This design comes from an exercise in tuning for small area, a short achievable clock period and few clock cycles per item on the open sky130 flow, not from production work. RTL that was checked went through simulation tests only; none was proved equivalent to the original.

## blue
==> module chromaUpsampler, before the edit <==
module chromaUpsampler (
	input logic CLOCK_50_I,
	input logic [2:0] ph,
	input colourPkg::word_t word,       
	input logic load,
	input logic first,
	input logic clamp,
	input logic odd,
	output colourPkg::sample_t cu,
	output logic [9:0] cu3,             
	output colourPkg::sample_t cv,
	output logic [9:0] cv3              
);
	colourPkg::sample_t a [5];          
	colourPkg::sample_t b [5];
	colourPkg::sample_t t [6];
	logic [8:0] p, q, r;
	colourPkg::sample_t f;
	colourPkg::sample_t uOdd;
	colourPkg::sample_t cuNext, cvNext;
	always_comb begin
		t[0] = a[0];
		t[1] = a[1];
		t[2] = a[2];
		t[3] = a[3];
		t[4] = first ? word[15:8] : a[4];
		t[5] = clamp ? a[4] : (odd ? word[15:8] : word[7:0]);
	end
	always_ff @(posedge CLOCK_50_I) begin
		if (!ph[2]) begin
			for (int i = 0; i < 5; i++)
				a[i] <= b[i];
			if (load) begin
				b[0] <= word[15:8];
				b[1] <= word[15:8];
				b[2] <= word[15:8];
				b[3] <= word[7:0];
			end else begin
				for (int i = 0; i < 4; i++)
					b[i] <= t[i+1];
			end
			b[4] <= t[5];
		end
		p <= {1'b0, t[0]} + {1'b0, t[5]};
		q <= {1'b0, t[2]} + {1'b0, t[3]};
		r <= {1'b0, t[1]} + {1'b0, t[4]};
		uOdd <= f;                      
		cu <= cuNext;
		cu3 <= {2'b00, cuNext} + {1'b0, cuNext, 1'b0};
		cv <= cvNext;
		cv3 <= ph[1] ? {2'b00, a[2]} + {1'b0, a[2], 1'b0} : {2'b00, f} + {1'b0, f, 1'b0};
	end
	assign cuNext = ph[1] ? (load ? b[4] : b[1]) : uOdd;
	assign cvNext = ph[1] ? a[2] : f;
	chromaFilter filt (
		.CLOCK_50_I(CLOCK_50_I),
		.p(p),
		.q(q),
		.r(r),
		.f(f)
	);
endmodule
export LEC_CHECK = 0
export CAP_MARGIN = 20
export CORE_MARGIN = 2
export CORE_UTILIZATION = 40
export CTS_CLUSTER_DIAMETER = 80
export CTS_CLUSTER_SIZE = 28
export PLACE_DENSITY = 0.6
export SETUP_SLACK_MARGIN = 4.8
export SLEW_MARGIN = 20
create_clock -name core_clock -period 9.0 [get_ports {CLOCK_50_I}]
run.sh (not shown) runs the stock make flow with config.mk's settings and CLKGATE_MAP_FILE= SYNTH_SCRIPT=/design/flow/synth_recipe.tcl, a recipe that flattens the netlist after the stock synthesis.
Modified inputs, green compared to blue
diff --git a/flow/design.v b/flow/design.v
--- a/flow/design.v
+++ b/flow/design.v
@@ -240,15 +240,16 @@
 			b[4] <= t[5];
 		end
 		p <= {1'b0, t[0]} + {1'b0, t[5]};
 		q <= {1'b0, t[2]} + {1'b0, t[3]};
 		r <= {1'b0, t[1]} + {1'b0, t[4]};
-		uOdd <= f;                      
+		if (ph[2])
+			uOdd <= f;
 		cu <= cuNext;
 		cu3 <= {2'b00, cuNext} + {1'b0, cuNext, 1'b0};
 		cv <= cvNext;
-		cv3 <= ph[1] ? {2'b00, a[2]} + {1'b0, a[2], 1'b0} : {2'b00, f} + {1'b0, f, 1'b0};
+		cv3 <= {2'b00, cvNext} + {1'b0, cvNext, 1'b0};
 	end
 	assign cuNext = ph[1] ? (load ? b[4] : b[1]) : uOdd;
 	assign cvNext = ph[1] ? a[2] : f;
 	chromaFilter filt (
 		.CLOCK_50_I(CLOCK_50_I),
### Flow results
Between green and blue, it is green whose number of tapcells is lower, by about 1%. Count of clock-buffer cells in the layout: green vs blue down 2. The routed wire length on met2 of green is lower than that of blue. green reports its capture point of the worst path as ups.cv3[8] while blue reports ups.cv3[7]. Setup slack of the critical path after layout was lower in the run labelled green. STATUS final critical-path required period: green loses against blue.
Testbench counts of green, summed over its fixed seeds: cycles 921,712, frames 8.
No functional check of the RTL was part of blue.

* * *

== job 7537 ==
Another version of the RTL of colourTop (not shown whole).
Size in the first run: about 2400 cells after synthesis, ~150 I/O pins.
==> module chromaUpsampler, before the edit <==
module chromaUpsampler (
	input logic CLOCK_50_I,
	input logic [2:0] ph,
	input colourPkg::word_t word,       
	input logic load,
	input logic first,
	input logic clamp,
	input logic odd,
	output colourPkg::sample_t uEven,   
	output colourPkg::sample_t vEven,
	output colourPkg::sample_t uOdd,    
	output colourPkg::sample_t vOdd
);
	colourPkg::sample_t a [5];          
	colourPkg::sample_t b [5];
	colourPkg::sample_t t [6];
	logic [8:0] p, q, r;
	colourPkg::sample_t f;
	always_comb begin
		t[0] = a[0];
		t[1] = a[1];
		t[2] = a[2];
		t[3] = a[3];
		t[4] = first ? word[15:8] : a[4];
		t[5] = clamp ? a[4] : (odd ? word[15:8] : word[7:0]);
	end
	always_ff @(posedge CLOCK_50_I) begin
		if (!ph[2]) begin
			for (int i = 0; i < 5; i++)
				a[i] <= b[i];
			if (load) begin
				b[0] <= word[15:8];
				b[1] <= word[15:8];
				b[2] <= word[15:8];
				b[3] <= word[7:0];
			end else begin
				for (int i = 0; i < 4; i++)
					b[i] <= t[i+1];
			end
			b[4] <= t[5];
		end
		p <= {1'b0, t[0]} + {1'b0, t[5]};
		q <= {1'b0, t[2]} + {1'b0, t[3]};
		r <= {1'b0, t[1]} + {1'b0, t[4]};
		if (ph[1])
			uOdd <= f;
		if (ph[2])
			vOdd <= f;
	end
	chromaFilter filt (
		.p(p),
		.q(q),
		.r(r),
		.f(f)
	);
	assign uEven = load ? b[4] : b[1];
	assign vEven = a[2];
endmodule
==> module rgbWriter, before the edit <==
module rgbWriter (
	input logic CLOCK_50_I,
	input logic resetn,
	input logic start,
	input logic [2:0] ph,
	input logic wrValid,
	input colourPkg::sample_t r,        
	input colourPkg::sample_t g,
	input colourPkg::sample_t b,
	output logic memWrEn,
	output colourPkg::addr_t memWrAddr,
	output colourPkg::word_t memWrData
);
	localparam int FirstAddr = 76800 - 10;
	colourPkg::sample_t rHeld, gHeld, bHeld;
	always_ff @(posedge CLOCK_50_I or negedge resetn) begin
		if (!resetn)
			memWrEn <= 1'b0;
		else
			memWrEn <= wrValid;
	end
	always_ff @(posedge CLOCK_50_I) begin
		if (!ph[0]) begin
			rHeld <= r;
			gHeld <= g;
			bHeld <= b;
		end
		if (ph[0])
			memWrData <= {rHeld, gHeld};
		else if (ph[1])
			memWrData <= {bHeld, r};
		else
			memWrData <= {gHeld, bHeld};
		memWrAddr <= start ? colourPkg::addr_t'(FirstAddr) : memWrAddr + 1'b1;
	end
endmodule
==> module colourTop, before the edit <==
module colourTop (
	input logic CLOCK_50_I,
	input logic resetn,
	input logic [3:0] paddr,
	input logic psel,
	input logic penable,
	input logic pwrite,
	input logic [31:0] pwdata,
	output logic [31:0] prdata,
	output logic pready,
	output logic pslverr,
	output logic memRdEn,
	output colourPkg::addr_t memRdAddr,
	input colourPkg::word_t memRdData,
	output logic memWrEn,
	output colourPkg::addr_t memWrAddr,
	output colourPkg::word_t memWrData
);
	logic start;
	logic busy;
	logic [2:0] ph;
	logic rxLoad, rxFirst, rxClamp, rxOdd;
	logic wrValid, rowDone, frameDone;
	colourPkg::word_t rdWord;
	colourPkg::sample_t yOddHeld;
	colourPkg::sample_t uEven, vEven, uOdd, vOdd;
	colourPkg::sample_t pixY, pixU, pixV;
	colourPkg::sample_t pixR, pixG, pixB;
	apbRegs regs (
		.CLOCK_50_I(CLOCK_50_I),
		.resetn(resetn),
		.paddr(paddr),
		.psel(psel),
		.penable(penable),
		.pwrite(pwrite),
		.pwdata(pwdata),
		.prdata(prdata),
		.pready(pready),
		.pslverr(pslverr),
		.start(start),
		.frameDone(frameDone),
		.rowDone(rowDone),
		.busy(busy)
	);
	frameSequencer seq (
		.CLOCK_50_I(CLOCK_50_I),
		.resetn(resetn),
		.start(start),
		.ph(ph),
		.memRdEn(memRdEn),
		.memRdAddr(memRdAddr),
		.rxLoad(rxLoad),
		.rxFirst(rxFirst),
		.rxClamp(rxClamp),
		.rxOdd(rxOdd),
		.wrValid(wrValid),
		.rowDone(rowDone),
		.frameDone(frameDone)
	);
	always_ff @(posedge CLOCK_50_I) begin
		rdWord <= memRdData;
		if (ph[2])
			yOddHeld <= rdWord[7:0];
	end
	chromaUpsampler ups (
		.CLOCK_50_I(CLOCK_50_I),
		.ph(ph),
		.word(rdWord),
		.load(rxLoad),
		.first(rxFirst),
		.clamp(rxClamp),
		.odd(rxOdd),
		.uEven(uEven),
		.vEven(vEven),
		.uOdd(uOdd),
		.vOdd(vOdd)
	);
	assign pixU = ph[1] ? uEven : uOdd;
	assign pixV = ph[1] ? vEven : vOdd;
	assign pixY = ph[2] ? rdWord[15:8] : yOddHeld;
	colourConverter csc (
		.CLOCK_50_I(CLOCK_50_I),
		.cu(pixU),
		.cv(pixV),
		.y(pixY),
		.r(pixR),
		.g(pixG),
		.b(pixB)
	);
	rgbWriter writer (
		.CLOCK_50_I(CLOCK_50_I),
		.resetn(resetn),
		.start(start),
		.ph(ph),
		.wrValid(wrValid),
		.r(pixR),
		.g(pixG),
		.b(pixB),
		.memWrEn(memWrEn),
		.memWrAddr(memWrAddr),
		.memWrData(memWrData)
	);
endmodule
Settings: LEC_CHECK=0, CAP_MARGIN=20, CORE_MARGIN=2, CORE_UTILIZATION=40, PLACE_DENSITY=0.6, SETUP_SLACK_MARGIN=4.5, SLEW_MARGIN=20; clock period 9.0 ns.
Edits applied to the flow inputs when going from job 7537 to job 4554:
diff --git a/flow/design.v b/flow/design.v
--- a/flow/design.v
+++ b/flow/design.v
@@ -201,20 +201,19 @@
 	input colourPkg::word_t word,       
 	input logic load,
 	input logic first,
 	input logic clamp,
 	input logic odd,
-	output colourPkg::sample_t uEven,   
-	output colourPkg::sample_t vEven,
-	output colourPkg::sample_t uOdd,    
-	output colourPkg::sample_t vOdd
+	output colourPkg::sample_t cu,
+	output colourPkg::sample_t cv
 );
 	colourPkg::sample_t a [5];          
 	colourPkg::sample_t b [5];
 	colourPkg::sample_t t [6];
 	logic [8:0] p, q, r;
 	colourPkg::sample_t f;
+	colourPkg::sample_t uOdd;
 	always_comb begin
 		t[0] = a[0];
 		t[1] = a[1];
 		t[2] = a[2];
 		t[3] = a[3];
@@ -239,21 +238,19 @@
 		p <= {1'b0, t[0]} + {1'b0, t[5]};
 		q <= {1'b0, t[2]} + {1'b0, t[3]};
 		r <= {1'b0, t[1]} + {1'b0, t[4]};
 		if (ph[1])
 			uOdd <= f;
-		if (ph[2])
-			vOdd <= f;
+		cu <= ph[2] ? uOdd : a[2];
+		cv <= ph[2] ? f : b[2];
 	end
 	chromaFilter filt (
 		.p(p),
 		.q(q),
 		.r(r),
 		.f(f)
 	);
-	assign uEven = load ? b[4] : b[1];
-	assign vEven = a[2];
 endmodule
 module chromaFilter (
 	input logic [8:0] p,       
 	input logic [8:0] q,       
 	input logic [8:0] r,       
@@ -3720,34 +3717,42 @@
 	input colourPkg::sample_t r,        
 	input colourPkg::sample_t g,
 	input colourPkg::sample_t b,
 	output logic memWrEn,
 	output colourPkg::addr_t memWrAddr,
-	output colourPkg::word_t memWrData
+	output colourPkg::word_t memWrData      
 );
 	localparam int FirstAddr = 76800 - 10;
-	colourPkg::sample_t rHeld, gHeld, bHeld;
+	colourPkg::sample_t r0, g0, b0;     
+	colourPkg::sample_t r1, g1, b1;     
 	always_ff @(posedge CLOCK_50_I or negedge resetn) begin
 		if (!resetn)
 			memWrEn <= 1'b0;
 		else
 			memWrEn <= wrValid;
 	end
 	always_ff @(posedge CLOCK_50_I) begin
-		if (!ph[0]) begin
-			rHeld <= r;
-			gHeld <= g;
-			bHeld <= b;
+		if (ph[2]) begin
+			r0 <= r;
+			g0 <= g;
+			b0 <= b;
+		end
+		if (ph[1]) begin
+			r1 <= r;
+			g1 <= g;
+			b1 <= b;
 		end
-		if (ph[0])
-			memWrData <= {rHeld, gHeld};
-		else if (ph[1])
-			memWrData <= {bHeld, r};
-		else
-			memWrData <= {gHeld, bHeld};
 		memWrAddr <= start ? colourPkg::addr_t'(FirstAddr) : memWrAddr + 1'b1;
 	end
+	always_comb begin
+		if (ph[1])
+			memWrData = {r0, g0};
+		else if (ph[2])
+			memWrData = {b0, r1};
+		else
+			memWrData = {g1, b1};
+	end
 endmodule
 `default_nettype wire
 `timescale 1ns/1ps
 `default_nettype none
 module colourTop (
@@ -3773,11 +3778,10 @@
 	logic [2:0] ph;
 	logic rxLoad, rxFirst, rxClamp, rxOdd;
 	logic wrValid, rowDone, frameDone;
 	colourPkg::word_t rdWord;
 	colourPkg::sample_t yOddHeld;
-	colourPkg::sample_t uEven, vEven, uOdd, vOdd;
 	colourPkg::sample_t pixY, pixU, pixV;
 	colourPkg::sample_t pixR, pixG, pixB;
 	apbRegs regs (
 		.CLOCK_50_I(CLOCK_50_I),
 		.resetn(resetn),
@@ -3809,29 +3813,25 @@
 		.rowDone(rowDone),
 		.frameDone(frameDone)
 	);
 	always_ff @(posedge CLOCK_50_I) begin
 		rdWord <= memRdData;
-		if (ph[2])
-			yOddHeld <= rdWord[7:0];
+		if (ph[1])
+			yOddHeld <= memRdData[7:0];
+		pixY <= ph[1] ? memRdData[15:8] : yOddHeld;
 	end
 	chromaUpsampler ups (
 		.CLOCK_50_I(CLOCK_50_I),
 		.ph(ph),
 		.word(rdWord),
 		.load(rxLoad),
 		.first(rxFirst),
 		.clamp(rxClamp),
 		.odd(rxOdd),
-		.uEven(uEven),
-		.vEven(vEven),
-		.uOdd(uOdd),
-		.vOdd(vOdd)
+		.cu(pixU),
+		.cv(pixV)
 	);
-	assign pixU = ph[1] ? uEven : uOdd;
-	assign pixV = ph[1] ? vEven : vOdd;
-	assign pixY = ph[2] ? rdWord[15:8] : yOddHeld;
 	colourConverter csc (
 		.CLOCK_50_I(CLOCK_50_I),
 		.cu(pixU),
 		.cv(pixV),
 		.y(pixY),
Findings:
Every stage of the flow completed for job 4554, and the final layout passed the timing, DRC and antenna checks.
Flop-to-flop setup slack: job 7537 vs job 4554, no meaningful difference
As of job 4554, total of clock buffers placed in the layout had risen by more than 10% compared to job 7537.
Measured against job 7537, the violation count after the first detailed-route iteration of job 4554 comes out at 0.846 times the reference value.
Worst-case headroom to the max-slew limit delta for job 4554 relative to job 7537: 2.1 points lower
Job 4554 against job 7537: fraction of met3 tracks used by global routing now larger.
| setup slack | job 4554 vs job 7537 | 13 ps higher |
In terms of initial core utilization, job 4554 and job 7537 differ only marginally.
No run of this note included a check of the RTL's function; only the layout flow was run.

## afterwards: timing with drivers on the ports
The results above use ideal ports. As a check the final layouts listed here were re-extracted and re-timed, cells and wires unchanged. Step 1, drivers: a clkbuf_16 drives CLOCK_50_I and a buf_2 each remaining input, both assumed. Step 2 times the ports against the registers' clock, not the clock port: input delays grow and output delays shrink by t, the midpoint of the rising clock arrivals with the driver on. a / b / c = ideal / step 1 / step 2; a / b = the first two.
run	shift t [ns]	setup WS [ns]	worst hold slack (ns)	pins driven straight from the clock port
blue	0.665	4.948 / 4.948 / 4.948	0.332 / 0.332 / 0.332	1
green	0.655	4.867 / 4.867 / 4.867	0.335 / 0.335 / 0.335	1
job 7537	0.630	4.218 / 4.218 / 4.170	0.401 / 0.401 / 0.401	1
job 4554	0.643	4.231 / 4.231 / 4.231	0.417 / 0.417 / 0.417	1
After both steps every run listed still meets setup and hold. The setup slack of job 7537, which loses most, moves by 0.000 ns with the drivers and by -0.048 ns with both steps.
